What follows belongs to an exercise in optimizing a design on an open flow for small area; a production flow would make more cautious choices. Only simulation tests tie the RTL to the original design; equivalence was not proved. Power is estimated from default activity; no workload was simulated.

==> inputs of run F <==
Design sprite_engine, start of the top module:
module sprite_engine #(
  parameter int NUM_SPRITES       = 4,
  parameter int DATA_OFFSET_SHIFT = 6
) (
  input  logic                       clk,
  input  logic                       rst_n,
  input  logic                       reg_wr,
  input  logic [sprite_id_width-1:0] reg_sprite,
  input  logic [reg_addr_width-1:0]  reg_addr,
  input  logic [reg_data_width-1:0]  reg_wdata,
  output logic [reg_data_width-1:0]  reg_rdata,
  input  logic                       px_req,
  input  logic [sprite_id_width-1:0] px_sprite,
  input  logic [coord_width-1:0]     px_x,
  input  logic [coord_width-1:0]     px_y,
  output logic                       px_valid,
  output logic                       px_hit,
  output logic [data_addr_width-1:0] px_addr,
  output logic [palette_width-1:0]   px_palette,
  output logic                       px_transp,
  output logic                       px_alpha,
  output logic                       px_color,
  output logic [reg_data_width-1:0]  px_color_key
);
export LEC_CHECK = 0
export CAP_MARGIN = 20
export CORE_MARGIN = 2
export CORE_UTILIZATION = 50
export SLEW_MARGIN = 20
create_clock -name core_clock -period 7.0 [get_ports {clk}]
standard.sh (not shown) runs the stock make flow with config.mk's settings and CLKGATE_MAP_FILE= SYNTH_SCRIPT=/design/flow/synth_recipe.tcl, a recipe that flattens the netlist after the stock synthesis.
==> flow/flow/run.sh <==
#!/bin/bash
# Own layout flow: the standard ORFS flow with three changes.
#  1. Synthesis maps logic with an area-oriented ABC script (flow/abc.script)
#     in place of ORFS's abc_speed.script; everything else in synthesis,
#     including the flip-flop mapping and naming, is the standard one.
#  2. Port buffers are sky130_fd_sc_hd__buf_1 (every port still gets one).
#  3. CTS uses larger sink clusters and inserts no dummy loads.
# Each make step's full output is written to make_<step>.log here; ORFS keeps
# its per-stage logs under orfs/logs/.
set -euo pipefail
W=$(pwd)
rm -rf "$W/scripts_local"
cp -r "$FLOW_HOME/scripts" "$W/scripts_local"
cp "$W/flow/abc.script" "$W/scripts_local/abc_speed.script"
CTS="-sink_clustering_enable -repair_clock_nets -buf_list {sky130_fd_sc_hd__clkbuf_8 sky130_fd_sc_hd__clkbuf_16} -sink_clustering_size 27 -sink_clustering_max_diameter 70 -dont_use_dummy_load"
EXTRA="SCRIPTS_DIR=$W/scripts_local 'BUFFER_PORTS_ARGS=-buffer_cell sky130_fd_sc_hd__buf_1' 'CTS_ARGS=$CTS' "
sed -e "s|CLKGATE_MAP_FILE= |CLKGATE_MAP_FILE= $EXTRA|" standard.sh > own_standard.sh
grep -q "SCRIPTS_DIR=" own_standard.sh
bash own_standard.sh synth > make_synth.log 2>&1
bash own_standard.sh finish > make_finish.log 2>&1
test -s out/final.def
==> flow/flow/abc.script <==
&get -n
&st
&synch2
&nf -a -F 10 -A 10
&st
&dch -f
&nf -a -F 10 -A 10
&put
==> run C (differences from run F) <==
--- a/flow/flow/run.sh
+++ b/flow/flow/run.sh
@@ -14,3 +14,3 @@
 cp "$W/flow/abc.script" "$W/scripts_local/abc_speed.script"
-CTS="-sink_clustering_enable -repair_clock_nets -buf_list {sky130_fd_sc_hd__clkbuf_8 sky130_fd_sc_hd__clkbuf_16} -sink_clustering_size 27 -sink_clustering_max_diameter 70 -dont_use_dummy_load"
+CTS="-sink_clustering_enable -repair_clock_nets -buf_list {sky130_fd_sc_hd__clkbuf_8 sky130_fd_sc_hd__clkbuf_16} -sink_clustering_size 24 -sink_clustering_max_diameter 80 -dont_use_dummy_load"
 EXTRA="SCRIPTS_DIR=$W/scripts_local 'BUFFER_PORTS_ARGS=-buffer_cell sky130_fd_sc_hd__buf_1' 'CTS_ARGS=$CTS' "
--- a/flow/config.mk
+++ b/flow/config.mk
@@ -9,3 +9,4 @@
 export CORE_MARGIN = 2
-export CORE_UTILIZATION = 50
+export CORE_UTILIZATION = 45
+export GPL_TIMING_DRIVEN = 0
 export SLEW_MARGIN = 20
==> results.toml <==
[power]
pwr-share-seq_pct = 55.4

[setup_path]
rr_worst_depth = 22
cp_data_arrival_time_ps = 6850
slowest_delay_ps = 540

[sta]
finalCritPeriodShare_pct = 91.9
rsz0062_at_grt = "false"
fmax_mhz = 155

[grt]
grt_pass1_vias = 16700
use_met1_pct = 52.0
grt_max_degree = 36
grt_pass1_wl_mm = 135

[min_path]
hold_end = "u_sprite_pixel_locator.px_palette[0]"

[place]
gp_congestion = 0.964

[drt]
drtIter0Drc = 3782

[status]
status = "timing/DRC/antenna clean"

[cells_and_area]
final_core_util_pct = 56.8
clock_area_share_pct = 3.36

[cts]
numCtsBuffers = 38
clk_latency_ps = 610
postCtsSetupBuffers = 0
Source of the figures above: run F

==> results.toml <==
[power]
pwr-share-seq_pct = 55.5

[setup_path]
slowest_delay_ps = 630
cp_data_arrival_time_ps = 7320

[min_path]
hold_end = "u_sprite_pixel_locator.px_color_key[4]"

[cts]
clk_latency_ps = 580
numCtsBuffers = 36
postCtsSetupBuffers = 2

[cells_and_area]
area_delta_synth_final_pct = 12.6
final_core_util_pct = 51.3
clock_area_share_pct = 3.18

[grt]
grt_max_degree = 33
use_met1_pct = 40.5
grt_pass1_wl_mm = 123
grt_pass1_vias = 16300

[drt]
drtIter0Drc = 3432

[status]
status = "timing/DRC/antenna clean"

[sta]
finalCritPeriodShare_pct = 97.8
fmax_mhz = 146
Source of the figures above: run C


* * *

==> inputs of try-yarrow <==
Starting RTL as in the previous note.
make LEC_CHECK=0 CAP_MARGIN=20 CORE_MARGIN=2 CORE_UTILIZATION=40 SLEW_MARGIN=20 finish   # period 7.0 ns
run.sh (not shown) runs the stock make flow with config.mk's settings and CLKGATE_MAP_FILE= SYNTH_SCRIPT=/design/flow/synth_recipe.tcl, a recipe that flattens the netlist after the stock synthesis.
Stock flow here: none of the scripts above is used.
==> inputs of try-indigo, as changes to try-yarrow <==
==> flow/flow/run.sh (new file) <==
#!/bin/bash
# Own layout flow: the standard ORFS flow with three changes.
#  1. Synthesis maps logic with an area-oriented ABC script (flow/abc.script)
#     in place of ORFS's abc_speed.script; everything else in synthesis,
#     including the flip-flop mapping and naming, is the standard one.
#  2. Port buffers are sky130_fd_sc_hd__buf_1 (every port still gets one).
#  3. CTS uses larger sink clusters and inserts no dummy loads.
# Each make step's full output is written to make_<step>.log here; ORFS keeps
# its per-stage logs under orfs/logs/.
set -euo pipefail
W=$(pwd)
rm -rf "$W/scripts_local"
cp -r "$FLOW_HOME/scripts" "$W/scripts_local"
cp "$W/flow/abc.script" "$W/scripts_local/abc_speed.script"
CTS="-sink_clustering_enable -repair_clock_nets -buf_list {sky130_fd_sc_hd__clkbuf_8 sky130_fd_sc_hd__clkbuf_16} -sink_clustering_size 28 -sink_clustering_max_diameter 60 -dont_use_dummy_load"
EXTRA="SCRIPTS_DIR=$W/scripts_local 'BUFFER_PORTS_ARGS=-buffer_cell sky130_fd_sc_hd__buf_1' 'CTS_ARGS=$CTS' "
sed -e "s|CLKGATE_MAP_FILE= |CLKGATE_MAP_FILE= $EXTRA|" standard.sh > own_standard.sh
grep -q "SCRIPTS_DIR=" own_standard.sh
bash own_standard.sh synth > make_synth.log 2>&1
bash own_standard.sh finish > make_finish.log 2>&1
test -s out/final.def
==> flow/flow/abc.script (new file) <==
&get -n
&st
&synch2
&nf -a -F 10 -A 10
&st
&dch -f
&nf -a -F 10 -A 10
&put
==> flow/standard.sh (new file) <==
#!/bin/bash
# synth_recipe.tcl (not shown) runs the flow's synth.tcl, then flattens the netlist and writes it again
# the make line also repeats each setting of config.mk as NAME=value (left out here)
make -C /OpenROAD-flow-scripts/flow DESIGN_CONFIG=/design/flow/config.mk WORK_HOME=/design/flow/orfs CLKGATE_MAP_FILE= SYNTH_SCRIPT=/design/flow/synth_recipe.tcl "${@:-finish}"
- CORE_UTILIZATION: 40 -> 45
- GPL_TIMING_DRIVEN: default -> 0
removed: flow/run.sh
==> inputs of try-ember, as changes to try-yarrow <==
==> flow/flow/run.sh (new file) <==
#!/bin/bash
# Own layout flow: the standard ORFS flow with three changes.
#  1. Synthesis maps logic with an area-oriented ABC script (flow/abc.script)
#     in place of ORFS's abc_speed.script; everything else in synthesis,
#     including the flip-flop mapping and naming, is the standard one.
#  2. Port buffers are sky130_fd_sc_hd__buf_1 (every port still gets one).
#  3. CTS uses larger sink clusters and inserts no dummy loads.
# Each make step's full output is written to make_<step>.log here; ORFS keeps
# its per-stage logs under orfs/logs/.
set -euo pipefail
W=$(pwd)
rm -rf "$W/scripts_local"
cp -r "$FLOW_HOME/scripts" "$W/scripts_local"
cp "$W/flow/abc.script" "$W/scripts_local/abc_speed.script"
CTS="-sink_clustering_enable -repair_clock_nets -buf_list {sky130_fd_sc_hd__clkbuf_8 sky130_fd_sc_hd__clkbuf_16} -sink_clustering_size 30 -sink_clustering_max_diameter 100 -dont_use_dummy_load"
EXTRA="SCRIPTS_DIR=$W/scripts_local 'BUFFER_PORTS_ARGS=-buffer_cell sky130_fd_sc_hd__buf_1' 'CTS_ARGS=$CTS' "
sed -e "s|CLKGATE_MAP_FILE= |CLKGATE_MAP_FILE= $EXTRA|" standard.sh > own_standard.sh
grep -q "SCRIPTS_DIR=" own_standard.sh
bash own_standard.sh synth > make_synth.log 2>&1
bash own_standard.sh finish > make_finish.log 2>&1
test -s out/final.def
==> flow/flow/abc.script (new file) <==
&get -n
&st
&synch2
&nf -a -F 10 -A 10
&st
&dch -f
&nf -a -F 10 -A 10
&put
==> flow/standard.sh (new file) <==
#!/bin/bash
# synth_recipe.tcl (not shown) runs the flow's synth.tcl, then flattens the netlist and writes it again
# the make line also repeats each setting of config.mk as NAME=value (left out here)
make -C /OpenROAD-flow-scripts/flow DESIGN_CONFIG=/design/flow/config.mk WORK_HOME=/design/flow/orfs CLKGATE_MAP_FILE= SYNTH_SCRIPT=/design/flow/synth_recipe.tcl "${@:-finish}"
- CORE_UTILIZATION: 40 -> 50
removed: flow/run.sh
==> comparison table <==
item                                                               try-yarrow  try-ember  try-indigo
Post-DR vias/cell                                                        6.56       6.86        6.69
Number of antenna violations at the first check in global routing           6          1           1
CP arrival                                                            6.97 ns    5.01 ns     7.38 ns
Outcome                                              timing/DRC/antenna clean  timing/DRC/antenna clean  timing/DRC/antenna clean
Combined buffer and inverter count along the critical path                  5          2           4
Fraction of synthesized area in multiplexers                            1.69%      1.22%       1.22%
Slack of the worst reg-to-reg path                                    1.03 ns    0.66 ns     0.56 ns
Switching power summed over all nets                                  2.73 mW    2.21 mW     2.30 mW
Diode insertion count for antenna repair                                    0          1           0
Worst Slack Setup Final                                              0.469 ns   0.593 ns    0.130 ns
Area share of the largest cell type after synthesis                     58.7%      61.2%       61.2%
Die W                                                                  260 µm     228 µm      240 µm
Vias in the first global route                                          18336      16640       16392
Wire length of the first global-routing pass                           152 mm     134 mm      123 mm
Area enclosed by the die boundary                                   67600 µm²  52100 µm²   57800 µm²
Share of cells above drive strength 1                                   17.7%      9.23%       9.47%
GRT Overall Usage                                                       33.5%      37.4%       31.0%
Global routing met1 resource utilization                                41.4%      52.5%       40.5%
Area taken by flip-flops and latches                                18200 µm²  18200 µm²   18200 µm²
Post-Place Cell Area                                                29100 µm²  27400 µm²   27200 µm²

==> re-timing with driven ports <==
The results above use ideal ports. As a check the final layouts listed here were re-extracted and re-timed, cells and wires unchanged.
Step 1 (the two cells are an assumption about what drives the block):
set clk [get_ports {clk}]
set_driving_cell -lib_cell sky130_fd_sc_hd__clkbuf_16 $clk
set_driving_cell -lib_cell sky130_fd_sc_hd__buf_2 [delete_from_list [all_inputs] $clk]
Step 2, shift: input delay + t, output delay - t, t = (earliest + latest rising clock arrival at the registers) / 2. This alone moves slack from input paths to output paths.
a / b / c = ideal ports / drivers / drivers and shift; a / b = the first two.
run | shift t [ns] | setup WS [ns] | worst setup path at the end | slew at the worst register clock pin (ns) | worst slew at a driven data input, ns
run F | 0.635 | 0.568 / 0.565 / -0.037 | input to register | 0.11 / 0.11 | 0.09
run C | 0.629 | 0.156 / 0.187 / -0.443 | input to register | 0.10 / 0.10 | 0.07
try-yarrow | 0.681 | 0.469 / 0.499 / -0.182 | input to register | 0.06 / 0.06 | 0.08
try-indigo | 0.638 | 0.130 / 0.160 / -0.478 | input to register | 0.11 / 0.11 | 0.07
try-ember | 0.665 | 0.593 / 0.552 / -0.030 | input to register | 0.12 / 0.12 | 0.09
With both steps, setup timing fails in every run listed, where it was met with ideal ports. The setup slack of try-yarrow, which loses most, moves by +0.030 ns with the drivers and by -0.651 ns with both steps.
